Background: an optimization exercise with open tools, aiming at small area, a short achievable clock period and few clock cycles per item. Do not read the settings as production practice. Function was checked by simulation only, so behaviour that the tests miss may differ from the original.

==> v11: inputs <==
## epoch_seconds_to_date
module epoch_seconds_to_date (
    input  logic        i_clk,
    input  logic        i_rst_n,
    input  logic        start,
    output logic        busy,
    input  logic [31:0] i_epoch_seconds,
    output logic        o_done,
    output logic [11:0] o_year,
    output logic [3:0]  o_month,
    output logic [4:0]  o_day,
    output logic [4:0]  o_hour,
    output logic [5:0]  o_minute,
    output logic [5:0]  o_second
);
make LEC_CHECK=0 CAP_MARGIN=20 CORE_MARGIN=2 CORE_UTILIZATION=40 CTS_BUF_LIST='sky130_fd_sc_hd__clkbuf_4 sky130_fd_sc_hd__clkbuf_8' SETUP_SLACK_MARGIN=4.7 SLEW_MARGIN=20 SYNTH_HIERARCHICAL=1 finish   # period 7.0 ns
run.sh (not shown) runs the stock make flow with config.mk's settings and CLKGATE_MAP_FILE= SYNTH_SCRIPT=/design/flow/synth_recipe.tcl, a recipe that flattens the netlist after the stock synthesis.
==> v33 (differences from v11) <==
--- a/flow/config.mk
+++ b/flow/config.mk
@@ -6,9 +6,10 @@
 export NUM_CORES = 4
 export LEC_CHECK = 0
+export ABC_AREA = 1
 export CAP_MARGIN = 20
 export CORE_MARGIN = 2
 export CORE_UTILIZATION = 40
 export CTS_BUF_LIST = sky130_fd_sc_hd__clkbuf_4 sky130_fd_sc_hd__clkbuf_8
-export SETUP_SLACK_MARGIN = 4.7
+export SETUP_SLACK_MARGIN = 4.45
 export SLEW_MARGIN = 20
 export SYNTH_HIERARCHICAL = 1
==> run summary <==
Outcome: v33 no timing/DRC/antenna violations; v11 no timing/DRC/antenna violations
Synthesized-area fraction occupied by xor and xnor cells: v33 3.46%; v11 5.34%
Post-route cell area: v33 0.0169 sq mm; v11 0.0172 sq mm
CP max-delay cell: v33 sky130_fd_sc_hd__fa_1; v11 sky130_fd_sc_hd__fa_2
Distinct cell type count of the synthesized netlist: v33 41; v11 61
Detail-routed via count per cell: v33 4.37; v11 4.38
Beginning of the worst hold path: v33 r4_219; v11 r4_216
R2R cell count: v33 10; v11 4
FF-to-FF setup slack: v33 4490 ps; v11 4520 ps
Worst hold margin: v33 312 ps; v11 313 ps
Endpoint of the worst register-to-register path: v33 r3_78; v11 r2_28
Multi-input logic portion of the cell area: v33 40.0%; v11 40.2%
Crit Reg-Reg Startpoint: v33 r2_27; v11 r1_9
Sum of routed wire segments on met1: v33 10500 um; v11 9560 um
Initial core utilization: v33 40.6%; v11 40.4%
Final Net Count: v33 1679; v11 1485
Postcts setup bufs: v33 6; v11 40
Data required time at the worst endpoint: v33 7500 ps; v11 7520 ps
Vias in the first global route: v33 8763; v11 8012
Global-route wire length before repair: v33 40800 um; v11 37600 um
Non-clk buf share: v33 4.26%; v11 6.05%
Biggest cell delay along the critical path: v33 520 ps; v11 550 ps
Max Fclk: v33 0.398 GHz; v11 0.403 GHz
Testbench counts of v11, summed over its fixed seeds: cycles 16,056, items 16,000.
Testbench counts of v33, summed over its fixed seeds: cycles 16,056, items 16,000.

========
==> exp/zinc: inputs <==
Another version of the RTL of epoch_seconds_to_date (not shown whole).
Settings: LEC_CHECK=0, CAP_MARGIN=20, CORE_MARGIN=2, CORE_UTILIZATION=40, SETUP_SLACK_MARGIN=3.2, SLEW_MARGIN=20, SYNTH_HIERARCHICAL=1; clock period 7.0 ns.
==> exp/tundra: changes against exp/zinc <==
Settings changed: CORE_UTILIZATION 40 to 60.
==> notes <==
Register-to-register slack: exp/zinc is better than exp/tundra (0.04 ns).
In exp/tundra the hold slack is worse than in exp/zinc, by 0.0028 ns.
In exp/zinc the worst setup slack is better than in exp/tundra, by 0.044 ns.
Clock skew is about the same in exp/zinc and exp/tundra.
Between exp/tundra and exp/zinc, the lower first-iteration DRC count is in exp/tundra (gap about 8%, measured against exp/zinc).
In synthesized cell count, exp/zinc and exp/tundra do not differ.
Sequential share of layout area: exp/zinc is lower than exp/tundra (0.46 points).
Wire length is about the same in exp/zinc and exp/tundra.
Against exp/zinc, the critical path depth of exp/tundra is lower by 1.
==> figures <==
|  | exp/zinc | exp/tundra |
|---|---|---|
| Outcome | no timing/DRC/antenna violations | no timing/DRC/antenna violations |
| Initial DRC count | 207 | 190 |
| Number of placement rows | 65 | 53 |
| Fin worst setup slack | 3.27 ns | 3.23 ns |
| Multi-input combinational area share | 46.1% | 46.6% |
| Mean number of vias per cell | 4.65 | 5.13 |
| Worst setup path start | r3_640 | r3_639 |
| Number of placed cells counting well taps | 1472 | 1345 |
| Net total in the final layout | 1415 | 1411 |
| Worst Hold Margin | 0.324 ns | 0.321 ns |
| Final core utilization | 47.4% | 70.3% |
| Cell area after layout | 14900 um2 | 14700 um2 |
| # clk buffers | 36 | 31 |
| Via Count | 7177 | 7245 |
| Worst hold endpoint | r6_1734 | r3_1751 |
| Number of buffers added for setup after CTS | 18 | 14 |
| Final worst-path cycle share | 53.2% | 53.9% |
| Met3 track demand over resource | 2.02% | 3.23% |
Testbench counts of exp/zinc, summed over its fixed seeds: cycles 16,048, items 16,000.
Testbench counts of exp/tundra, summed over its fixed seeds: cycles 16,048, items 16,000.

========
==> inputs of job 2760 <==
epoch_seconds_to_date, a different RTL version from the one above (not shown whole).
export LEC_CHECK = 0
export CAP_MARGIN = 20
export CORE_MARGIN = 2
export CORE_UTILIZATION = 40
export CTS_BUF_LIST = sky130_fd_sc_hd__clkbuf_8 sky130_fd_sc_hd__clkbuf_16
export CTS_CLUSTER_DIAMETER = 120
export CTS_CLUSTER_SIZE = 30
export PLACE_DENSITY = 0.75
export SETUP_SLACK_MARGIN = 4.45
export SLEW_MARGIN = 20
export SYNTH_HIERARCHICAL = 1
create_clock -name core_clock -period 7.0 [get_ports {i_clk}]
==> inputs of job 4399, as changes to job 2760 <==
- CORE_UTILIZATION: 40 -> 55
- PLACE_DENSITY: 0.75 -> 0.7
==> inputs of job 7643, as changes to job 2760 <==
==> flow/flow/run.sh (new file) <==
#!/bin/bash
# The standard layout (standard.sh, unchanged synthesis and steps), with
# one difference: the buffers that the standard flow puts on every input and
# output port are made of sky130_fd_sc_hd__buf_1 instead of the delay buffer
# clkdlybuf4s50_1 that buffer_ports picks by default.  Every port still gets
# its own buffer; timing repair may resize them as usual.
set -euo pipefail
export BUFFER_PORTS_ARGS="-buffer_cell sky130_fd_sc_hd__buf_1"
export SETUP_REPAIR_SEQUENCE="unbuffer,sizedown,sizeup,swap"
bash standard.sh finish > standard.log 2>&1
==> flow/standard.sh (new file) <==
#!/bin/bash
# synth_recipe.tcl (not shown) runs the flow's synth.tcl, then flattens the netlist and writes it again
# the make line also repeats each setting of config.mk as NAME=value (left out here)
make -C /OpenROAD-flow-scripts/flow DESIGN_CONFIG=/design/flow/config.mk WORK_HOME=/design/flow/orfs CLKGATE_MAP_FILE= SYNTH_SCRIPT=/design/flow/synth_recipe.tcl "${@:-finish}"
- CORE_UTILIZATION: 40 -> 55
- PLACE_DENSITY: 0.75 -> 0.7
removed: flow/run.sh
==> run summary <==
metric                                           job 2760       job 7643       job 4399
Result of the run        no timing/DRC/antenna violations  no timing/DRC/antenna violations  no timing/DRC/antenna violations
Total cell area at the placement stage        14000 sq um    13400 sq um    13800 sq um
Number of global-route vias before repair            7069           6805           6844
Layout clock area frac                             0.0280         0.0269         0.0262
Met1 Routed Length                                8.54 mm        7.77 mm        7.70 mm
FILL cells                                           2852           1820           1840
WL/cell                                      12.5 microns   13.2 microns   13.2 microns
R2R Path Start                              r2_36$_DFF_P_  r1_12$_DFF_P_  r1_12$_DFF_P_
Number of placed instances, taps included            1473           1351           1351
Floorplan die height                          184 microns    158 microns    158 microns
Final WS setup                                    4.41 ns        4.48 ns        4.50 ns
Worst endpoint data arrival time                  3.03 ns        2.90 ns        2.90 ns
Via count of the routed design                       6758           6750           6776
Testbench counts of job 2760, summed over its fixed seeds: cycles 16,056, items 16,000.
Testbench counts of job 4399, summed over its fixed seeds: cycles 16,056, items 16,000.
Testbench counts of job 7643, summed over its fixed seeds: cycles 16,056, items 16,000.

========
==> trial 76 <==
Another version of the RTL of epoch_seconds_to_date (not shown whole).
Settings: LEC_CHECK=0, CAP_MARGIN=20, CORE_MARGIN=2, CORE_UTILIZATION=40, SETUP_SLACK_MARGIN=4.45, SLEW_MARGIN=20, SYNTH_HIERARCHICAL=1; clock period 7.0 ns.
Stock flow here: none of the scripts above is used.
==> inputs of trial 66, as changes to trial 76 <==
--- a/flow/config.mk
+++ b/flow/config.mk
@@ -8,6 +8,7 @@
 export CAP_MARGIN = 20
 export CORE_MARGIN = 2
 export CORE_UTILIZATION = 40
+export CTS_BUF_LIST = sky130_fd_sc_hd__clkbuf_4 sky130_fd_sc_hd__clkbuf_8
 export SETUP_SLACK_MARGIN = 4.45
 export SLEW_MARGIN = 20
 export SYNTH_HIERARCHICAL = 1
==> run summary <==
| metric | trial 66 | trial 76 |
|---|---|---|
| Critical path arrival | 3.03 ns | 1.10 ns |
| Beginning of the critical path | r2_28 | r8_334 |
| Count of placed standard cells in the final layout, fillers left out | 1722 | 1693 |
| Fraction of area in clock buffers and inverters | 8.00% | 8.41% |
| Clock root buffer master | sky130_fd_sc_hd__clkbuf_8 | sky130_fd_sc_hd__clkbuf_16 |
| Run status | no timing/DRC/antenna violations | no timing/DRC/antenna violations |
| Met2 track demand over resource | 21.0% | 20.8% |
| Wire length on met2 | 11.0 mm | 10.7 mm |
| Routed length on met3 | 1.03 mm | 983 µm |
| Tcrit/Tclk final | 35.3% | 35.7% |
| Worst Path Required | 7.56 ns | 5.60 ns |
| Share of cell area taken by multi-input logic gates | 39.4% | 38.7% |
Testbench counts of trial 76, summed over its fixed seeds: cycles 16,064, items 16,000.
Testbench counts of trial 66, summed over its fixed seeds: cycles 16,064, items 16,000.

========
==> job 4236: inputs <==
RTL: one of the versions met above, not the one the previous note started from.
Settings: LEC_CHECK=0, CAP_MARGIN=20, CORE_MARGIN=2, CORE_UTILIZATION=55, CTS_BUF_LIST=sky130_fd_sc_hd__clkbuf_8 sky130_fd_sc_hd__clkbuf_16, CTS_CLUSTER_DIAMETER=120, CTS_CLUSTER_SIZE=30, PLACE_DENSITY=0.7, SETUP_SLACK_MARGIN=4.45, SLEW_MARGIN=20, SYNTH_HIERARCHICAL=1; clock period 7.0 ns.
standard.sh (not shown) runs the stock make flow with config.mk's settings and CLKGATE_MAP_FILE= SYNTH_SCRIPT=/design/flow/synth_recipe.tcl, a recipe that flattens the netlist after the stock synthesis.
==> flow/flow/run.sh <==
#!/bin/bash
# The standard layout (standard.sh, unchanged synthesis and steps), with
# one difference: the buffers that the standard flow puts on every input and
# output port are made of sky130_fd_sc_hd__buf_1 instead of the delay buffer
# clkdlybuf4s50_1 that buffer_ports picks by default.  Every port still gets
# its own buffer; timing repair may resize them as usual.
set -euo pipefail
export BUFFER_PORTS_ARGS="-buffer_cell sky130_fd_sc_hd__buf_1"
export SKIP_GATE_CLONING=1
bash standard.sh finish > standard.log 2>&1
==> inputs of job 4906, as changes to job 4236 <==
==> flow/run.sh (new file) <==
#!/bin/bash
# synth_recipe.tcl (not shown) runs the flow's synth.tcl, then flattens the netlist and writes it again
# the make line also repeats each setting of config.mk as NAME=value (left out here)
make -C /OpenROAD-flow-scripts/flow DESIGN_CONFIG=/design/flow/config.mk WORK_HOME=/design/flow/orfs CLKGATE_MAP_FILE= SYNTH_SCRIPT=/design/flow/synth_recipe.tcl finish
--- a/flow/config.mk
+++ b/flow/config.mk
@@ -10,6 +10,6 @@
 export CORE_UTILIZATION = 55
 export CTS_BUF_LIST = sky130_fd_sc_hd__clkbuf_8 sky130_fd_sc_hd__clkbuf_16
-export CTS_CLUSTER_DIAMETER = 120
-export CTS_CLUSTER_SIZE = 30
+export CTS_CLUSTER_DIAMETER = 80
+export CTS_CLUSTER_SIZE = 16
 export PLACE_DENSITY = 0.7
 export SETUP_SLACK_MARGIN = 4.45
removed: flow/flow/run.sh
removed: flow/standard.sh
==> inputs of job 4088, as changes to job 4236 <==
==> flow/run.sh (new file) <==
#!/bin/bash
# synth_recipe.tcl (not shown) runs the flow's synth.tcl, then flattens the netlist and writes it again
# the make line also repeats each setting of config.mk as NAME=value (left out here)
make -C /OpenROAD-flow-scripts/flow DESIGN_CONFIG=/design/flow/config.mk WORK_HOME=/design/flow/orfs CLKGATE_MAP_FILE= SYNTH_SCRIPT=/design/flow/synth_recipe.tcl finish
--- a/flow/config.mk
+++ b/flow/config.mk
@@ -8,9 +8,8 @@
 export CAP_MARGIN = 20
 export CORE_MARGIN = 2
-export CORE_UTILIZATION = 55
+export CORE_UTILIZATION = 40
 export CTS_BUF_LIST = sky130_fd_sc_hd__clkbuf_8 sky130_fd_sc_hd__clkbuf_16
 export CTS_CLUSTER_DIAMETER = 120
 export CTS_CLUSTER_SIZE = 30
-export PLACE_DENSITY = 0.7
 export SETUP_SLACK_MARGIN = 4.45
 export SLEW_MARGIN = 20
removed: flow/flow/run.sh
removed: flow/standard.sh
==> inputs of job 1618, as changes to job 4236 <==
==> flow/run.sh (new file) <==
#!/bin/bash
# synth_recipe.tcl (not shown) runs the flow's synth.tcl, then flattens the netlist and writes it again
# the make line also repeats each setting of config.mk as NAME=value (left out here)
make -C /OpenROAD-flow-scripts/flow DESIGN_CONFIG=/design/flow/config.mk WORK_HOME=/design/flow/orfs CLKGATE_MAP_FILE= SYNTH_SCRIPT=/design/flow/synth_recipe.tcl finish
--- a/flow/config.mk
+++ b/flow/config.mk
@@ -8,10 +8,9 @@
 export CAP_MARGIN = 20
 export CORE_MARGIN = 2
-export CORE_UTILIZATION = 55
+export CORE_UTILIZATION = 40
 export CTS_BUF_LIST = sky130_fd_sc_hd__clkbuf_8 sky130_fd_sc_hd__clkbuf_16
 export CTS_CLUSTER_DIAMETER = 120
 export CTS_CLUSTER_SIZE = 30
-export PLACE_DENSITY = 0.7
-export SETUP_SLACK_MARGIN = 4.45
+export SETUP_SLACK_MARGIN = 4.3
 export SLEW_MARGIN = 20
 export SYNTH_HIERARCHICAL = 1
removed: flow/flow/run.sh
removed: flow/standard.sh
==> notes <==
In clock-buffer cell count, job 4088 and job 1618 do not differ.
Critical path depth: job 1618 > job 4088 > job 4906 > job 4236.
Area after synthesis is the same in job 4906 and job 4088.
Setup slack, lowest first: job 1618, job 4906, job 4088, job 4236.
Of job 4236 and job 4088, job 4236 has the higher non-clock buffer count (gap 9).
In job 1618 the die area is higher than in job 4906, by about 36%.
Of job 4088 and job 4236, job 4088 has the higher final area (gap 3.6%, measured against job 4236).
Synthesized cell count is the same in job 4236 and job 1618.
Via count, lowest first: job 1618, job 4088, job 4236, job 4906.
In sequential cell count, job 4906 and job 4088 do not differ.
Core utilization: job 4906 > job 4236 > job 4088 > job 1618.
==> figures <==
quantity                                              job 1618        job 4906        job 4236        job 4088
Fraction of area in registers                           45.52%          44.54%          46.64%          45.03%
Worst-case setup slack after placement                3.659 ns        3.800 ns        3.831 ns        3.800 ns
Flip-flop and latch area                              6633 µm²        6640 µm²        6646 µm²        6648 µm²
Final Worst Setup Slack                               4.367 ns        4.456 ns        4.481 ns        4.479 ns
Finished Layout Cells                                     1509            1405            1401            1515
Final Cell Area                                      14570 µm²       14910 µm²       14250 µm²       14760 µm²
Clock tree skew after final layout                  0.01452 ns     0.006096 ns      0.01113 ns      0.01100 ns
Slowest library cell on the worst path                 dfxtp_4           or4_4            fa_1         dfxtp_4
Detailed-routed wire length on met3                     636 µm          575 µm          519 µm          708 µm
Die outline width                                     184.4 µm        157.8 µm        157.8 µm        184.4 µm
Number of global-route vias before repair                 6864            6949            6805            7001
Count of cells resized by post-cts repair                   57              72              35              82
Area post-placement                                  13950 µm²       13850 µm²       13390 µm²       14000 µm²
Global-route wire length before repair                32260 µm        31420 µm        31330 µm        32740 µm
Data arrival time of the critical path                 3.02 ns         2.95 ns         2.90 ns         2.90 ns
Detailed Place HPWL                                   14320 µm        13700 µm        13730 µm        14260 µm
Result of the run                               finished clean  finished clean  finished clean  finished clean
Fill count                                                2931            1810            1820            2914
Maximum clock frequency                              379.7 MHz       393.1 MHz       397.0 MHz       396.7 MHz
Worst Path Required                                    7.39 ns         7.41 ns         7.38 ns         7.38 ns
Testbench counts of job 4236, summed over its fixed seeds: cycles 16,056, items 16,000.
Testbench counts of job 4906, summed over its fixed seeds: cycles 16,056, items 16,000.
Testbench counts of job 4088, summed over its fixed seeds: cycles 16,056, items 16,000.
Testbench counts of job 1618, summed over its fixed seeds: cycles 16,056, items 16,000.

## re-timing with driven ports
The flow's constraints put no driver on any port. The routed layouts listed below were extracted and timed again, unchanged, in two steps.
Step 1 assumes that a clkbuf_16 drives the clock port and a buf_2 every other input.
Step 2 also shifts input and output timing later by t, the mid clock arrival at the registers, as if the neighbouring blocks saw the same clock.
a / b / c = ideal ports / drivers / drivers and shift; a / b = the first two.
run	t (ns)	setup WS [ns]	clock arrival spread, ns	cell pins on the clock port's net
v11	0.670	4.520 / 4.488 / 4.493	0.034 / 0.034	1
v33	0.665	4.487 / 4.484 / 4.478	0.035 / 0.036	1
exp/zinc	0.577	3.273 / 3.273 / 2.843	0.011 / 0.011	1
exp/tundra	0.581	3.229 / 3.229 / 2.824	0.009 / 0.009	1
job 2760	0.533	4.415 / 4.415 / 4.380	0.021 / 0.020	1
job 4399	0.532	4.496 / 4.466 / 4.397	0.019 / 0.020	1
job 7643	0.529	4.481 / 4.481 / 4.481	0.018 / 0.018	1
trial 76	0.587	4.500 / 4.452 / 4.535	0.017 / 0.017	1
trial 66	0.669	4.529 / 4.492 / 4.529	0.028 / 0.029	1
job 4236	0.529	4.481 / 4.481 / 4.481	0.018 / 0.018	1
job 4906	0.563	4.456 / 4.455 / 4.385	0.010 / 0.010	1
job 4088	0.536	4.479 / 4.474 / 4.354	0.013 / 0.013	1
job 1618	0.536	4.367 / 4.367 / 4.367	0.017 / 0.017	1
After both steps every run listed still meets setup and hold. The setup slack of exp/zinc, which loses most, moves by 0.000 ns with the drivers and by -0.430 ns with both steps.
